Background: an optimization exercise with open tools, aiming at small area, a short achievable clock period and few clock cycles. Do not read the settings as production practice.
In this exercise RTL edits were held to simulation tests only and were not proved equivalent to the original.
No activity file was given, so power comes from the tool's default toggle rates.

## soc_top
module soc_top (
    input  logic             clk,
    input  logic             rst,
    output logic             mem_valid,
    output logic             mem_write,
    output logic             mem_uncached,
    output bus_pkg::addr_t   mem_addr,
    output bus_pkg::strobe_t mem_strobe,
    output bus_pkg::word_t   mem_wdata,
    input  bus_pkg::word_t   mem_rdata,
    input  logic             mem_ready
);
Size: about 3700 cells after synthesis, ~1300 flip-flops, ~110 I/O pins, ~0.053 mm² of cells after synthesis.
clock: 12.0 ns
lec_check: 0
cap_margin: 30
core_margin: 2
core_utilization: 55
slew_margin: 30
standard.sh (not shown) runs the stock make flow with config.mk's settings and CLKGATE_MAP_FILE= SYNTH_SCRIPT=/design/flow/synth_recipe.tcl, a recipe that flattens the netlist after the stock synthesis.
==> flow/flow/run.sh <==
#!/bin/bash
# Standard layout (the standard.sh) with timing repair aimed well below
# the 12 ns period. Gate cloning is skipped: it left high-fanout nets that
# failed the slew check after routing. The clock tree uses larger sink
# clusters and no dummy loads: fewer buffers and a shorter insertion delay.
set -o pipefail
bash standard.sh SETUP_SLACK_MARGIN=8.7 SKIP_GATE_CLONING=1 \
  "CTS_ARGS=-sink_clustering_enable -repair_clock_nets -sink_clustering_size 30 -sink_clustering_max_diameter 70 -dont_use_dummy_load" \
  finish > standard_make.log 2>&1
Testbench counts at the start, summed over its fixed seeds: cycles 244,580.
Next try:
--- a/flow/flow/run.sh
+++ b/flow/flow/run.sh
@@ -5,5 +5,5 @@
 # clusters and no dummy loads: fewer buffers and a shorter insertion delay.
 set -o pipefail
-bash standard.sh SETUP_SLACK_MARGIN=8.7 SKIP_GATE_CLONING=1 \
+bash standard.sh SETUP_SLACK_MARGIN=8.6 SKIP_GATE_CLONING=1 \
   "CTS_ARGS=-sink_clustering_enable -repair_clock_nets -sink_clustering_size 30 -sink_clustering_max_diameter 70 -dont_use_dummy_load" \
   finish > standard_make.log 2>&1
- CORE_UTILIZATION: 55 -> 50
Effect:
- clock power rises by 13%
- setup slack gets better by 75 ps
- total power rose by 2.5%
- first-iteration DRC count fell by 9.9%
- sequential power hardly moves
- via count shrinks by 1.0%
Next try:
--- a/flow/flow/run.sh
+++ b/flow/flow/run.sh
@@ -5,5 +5,5 @@
 # clusters and no dummy loads: fewer buffers and a shorter insertion delay.
 set -o pipefail
-bash standard.sh SETUP_SLACK_MARGIN=8.6 SKIP_GATE_CLONING=1 \
+bash standard.sh SETUP_SLACK_MARGIN=8.4 SKIP_GATE_CLONING=1 \
   "CTS_ARGS=-sink_clustering_enable -repair_clock_nets -sink_clustering_size 30 -sink_clustering_max_diameter 70 -dont_use_dummy_load" \
   finish > standard_make.log 2>&1
- CORE_UTILIZATION: 50 -> 55
Result:
- The new run completed with no timing, DRC or antenna violations
- via count decreases by 1.4%
- utilization rises by 3.2 points
- fmax is lower by about 3.2%
- design area came out lower by about 3.8%
- setup slack degrades by 120 ps
- routed wire length is lower by 5.6%
- sequential cell count does not change
- sequential power stays flat
Next try:
--- a/flow/flow/run.sh
+++ b/flow/flow/run.sh
@@ -5,5 +5,5 @@
 # clusters and no dummy loads: fewer buffers and a shorter insertion delay.
 set -o pipefail
-bash standard.sh SETUP_SLACK_MARGIN=8.4 SKIP_GATE_CLONING=1 \
+bash standard.sh SETUP_SLACK_MARGIN=8.6 SKIP_GATE_CLONING=1 \
   "CTS_ARGS=-sink_clustering_enable -repair_clock_nets -sink_clustering_size 30 -sink_clustering_max_diameter 70 -dont_use_dummy_load" \
   finish > standard_make.log 2>&1
- CAP_MARGIN: 30 -> 20
- SLEW_MARGIN: 30 -> 20
After rerunning: Worst hold slack gains 13 ps. Utilization rose by 1.9 points. Wire length goes up by 1.5%. Worst setup slack gains 130 ps. Cell area came out higher by 3.2%. Critical path depth is lower by 10. Count of clock-buffer cells in the layout went down by 1. Die area stays the same. Fmax rises by 3.6%. Synthesized area is unchanged.
Next try:
--- a/flow/flow/run.sh
+++ b/flow/flow/run.sh
@@ -5,5 +5,5 @@
 # clusters and no dummy loads: fewer buffers and a shorter insertion delay.
 set -o pipefail
-bash standard.sh SETUP_SLACK_MARGIN=8.6 SKIP_GATE_CLONING=1 \
+bash standard.sh SETUP_SLACK_MARGIN=8.8 SKIP_GATE_CLONING=1 \
   "CTS_ARGS=-sink_clustering_enable -repair_clock_nets -sink_clustering_size 30 -sink_clustering_max_diameter 70 -dont_use_dummy_load" \
   finish > standard_make.log 2>&1
- CAP_MARGIN: 20 -> 30
- SLEW_MARGIN: 20 -> 30
The changed run produced a clean layout.
Sequential power stays flat.
Final area rose by 3.9%.
Synthesized cell count does not change.
Clock skew rose by 33 ps.

-- what the ideal ports hide --
Ports are ideal in the flow. The routed layouts listed here were re-timed in OpenROAD. Step 1 sets driving cells, clkbuf_16 on the clock port and buf_2 on the other inputs (assumed; they add their load-dependent delay and slew). Step 2 adds t to the input delays and takes it off the output delays; t is the mean of the earliest and latest rising clock arrival at the registers after step 1. Input paths then give back, and output paths get back, about the clock's delay inside the block. Three values: ideal ports, drivers, drivers and shift; two values: the first two.
run	t, ns	slack for setup (ns)	latest minus earliest clock arrival (ns)	worst register clock-pin slew, ns
the first run	0.772	8.355 / 8.281 / 7.878	0.102 / 0.102	0.12 / 0.12
the second run	0.726	8.429 / 8.362 / 7.838	0.101 / 0.101	0.11 / 0.11
the third run	0.721	8.310 / 8.310 / 7.734	0.108 / 0.108	0.11 / 0.11
the fourth run	0.738	8.439 / 8.371 / 7.850	0.080 / 0.080	0.11 / 0.11
the fifth run	0.713	8.443 / 8.367 / 7.821	0.123 / 0.122	0.11 / 0.11
After both steps every run listed still meets setup and hold. The setup slack of the fifth run, which loses most, moves by -0.076 ns with the drivers and by -0.622 ns with both steps.
